Source: an optimization exercise on an open RTL-to-GDS flow (aim: small area, a short achievable clock period and few clock cycles per item). Production flows keep margins and buffers that such runs may drop.
The RTL was checked by simulation tests, not by an equivalence proof against the original design.

## branch garnet
## rgb_to_hsv_converter_top
module rgb_to_hsv_converter_top (
  input  logic        clk,
  input  logic        rst,
  input  logic        push,
  input  logic [31:0] pixel,
  output logic        full,
  output logic        empty,
  input  logic        pop,
  output logic [39:0] hsv
);
  logic en;
  logic s1_vld;
  logic [7:0] s1_alpha;
  logic [7:0] s1_mx;
  logic [7:0] s1_d;
  logic s1_hq;
  logic [7:0] s1_hr;
  logic [1:0] s1_m3;
  logic s2_vld;
  logic [7:0] s2_alpha;
  logic [7:0] s2_mx;
  logic [7:0] s2_d;
  logic [2:0] s2_hq;
  logic [7:0] s2_hr;
  logic [1:0] s2_m3;
  logic s3_vld;
  logic [7:0] s3_alpha;
  logic [7:0] s3_mx;
  logic [7:0] s3_d;
  logic [4:0] s3_hq;
  logic [7:0] s3_hr;
  logic [1:0] s3_m3;
  logic s4_vld;
  logic [7:0] s4_alpha;
  logic [7:0] s4_mx;
  logic [7:0] s4_d;
  logic [6:0] s4_hq;
  logic [7:0] s4_hr;
  logic [1:0] s4_m3;
  logic [0:0] s4_lb;
  logic s5_vld;
  logic [7:0] s5_alpha;
  logic [7:0] s5_mx;
  logic [7:0] s5_d;
  logic [8:0] s5_hq;
  logic [7:0] s5_hr;
  logic [1:0] s5_m3;
  logic [7:0] s5_sr;
  logic s5_sq;
  logic [1:0] s5_lb;
  logic s6_vld;
  logic [7:0] s6_alpha;
  logic [7:0] s6_mx;
  logic [7:0] s6_d;
  logic [10:0] s6_hq;
  logic [7:0] s6_hr;
  logic [1:0] s6_m3;
  logic [7:0] s6_sr;
  logic [2:0] s6_sq;
  logic [1:0] s6_lb;
  logic s7_vld;
  logic [7:0] s7_alpha;
  logic [7:0] s7_mx;
  logic [7:0] s7_d;
  logic [12:0] s7_hq;
  logic [7:0] s7_hr;
  logic [1:0] s7_m3;
  logic [7:0] s7_sr;
  logic [4:0] s7_sq;
  logic [1:0] s7_lb;
  logic s8_vld;
  logic [7:0] s8_alpha;
  logic [7:0] s8_mx;
  logic [7:0] s8_d;
  logic [14:0] s8_hq;
  logic [7:0] s8_hr;
  logic [1:0] s8_m3;
  logic [7:0] s8_sr;
  logic [6:0] s8_sq;
  logic [0:0] s8_lb;
  logic s9_vld;
  logic [7:0] s9_alpha;
  logic [7:0] s9_mx;
  logic [15:0] s9_hue;
  logic [7:0] s9_sat;
  assign en    = !s9_vld || pop;
  assign full  = !en;
  assign empty = !s9_vld;
  assign hsv   = {s9_hue, s9_sat, s9_mx, s9_alpha};
  always_ff @(posedge clk) begin
    if (rst) begin
      s1_vld <= 1'b0;
      s2_vld <= 1'b0;
      s3_vld <= 1'b0;
      s4_vld <= 1'b0;
      s5_vld <= 1'b0;
      s6_vld <= 1'b0;
  ...
For scale: roughly 2300 cells after synthesis, ~440 flip-flops, about 78 I/O pins, ~0.026 mm2 of cells after synthesis.
Settings: LEC_CHECK=0, CAP_MARGIN=20, CORE_MARGIN=2, CORE_UTILIZATION=55, CTS_BUF_LIST=sky130_fd_sc_hd__clkbuf_8, PLACE_DENSITY=0.8, SETUP_SLACK_MARGIN=3.8, SLEW_MARGIN=20; clock period 8.5 ns.
run.sh (not shown) runs the stock make flow with config.mk's settings and CLKGATE_MAP_FILE= SYNTH_SCRIPT=/design/flow/synth_recipe.tcl, a recipe that flattens the netlist after the stock synthesis.
Testbench counts of branch garnet, summed over its fixed seeds: cycles 8,264, items 8,192.
Changes in branch cedar relative to branch garnet:
- SETUP_SLACK_MARGIN: 3.8 -> 4.0
Results
Summed area of non-filler cells in the final layout grows slightly when moving from branch garnet to branch cedar. Comparing headroom to the max-slew limit for branch cedar and branch garnet, the bigger number came from branch cedar. Relative to branch garnet, the non-clock buffer count measured on branch cedar has increased slightly. Net count after synthesis: branch garnet vs branch cedar identical. Diff branch garnet..branch cedar | overall track demand over capacity in global routing | negligible. The sum of routed wire length over all layers was comparable across branch cedar and branch garnet. branch garnet -> branch cedar: wire length of the first global-routing pass flat. On worst setup slack: branch cedar sits above branch garnet. Going from branch garnet to branch cedar, ratio of final minimum period to clock period shrinks by 3.2 points.

-- separate check: timing with driven ports --
In the flow no input, the clock included, has a driving cell. The finished layouts below were timed again as built, in two steps.
Step 1, drivers: a clkbuf_16 drives clk and a buf_2 each remaining input, both assumed.
Step 2 moves the port delays by t, midway between the first and last clock arrival at a register: inputs arrive t later, outputs are due t later. That takes back most of the time a late clock gives input paths.
Three values: ideal, step 1, step 2; two values: the first two.
run	shift t [ns]	setup slack, ns	worst setup path after step 2
branch garnet	0.697	3.890 / 3.866 / 3.335	input to register
branch cedar	0.677	4.163 / 4.163 / 3.531	input to register
After both steps setup and hold are still met in every run listed. The setup slack of branch cedar, which loses most, moves by 0.000 ns with the drivers and by -0.632 ns with both steps.
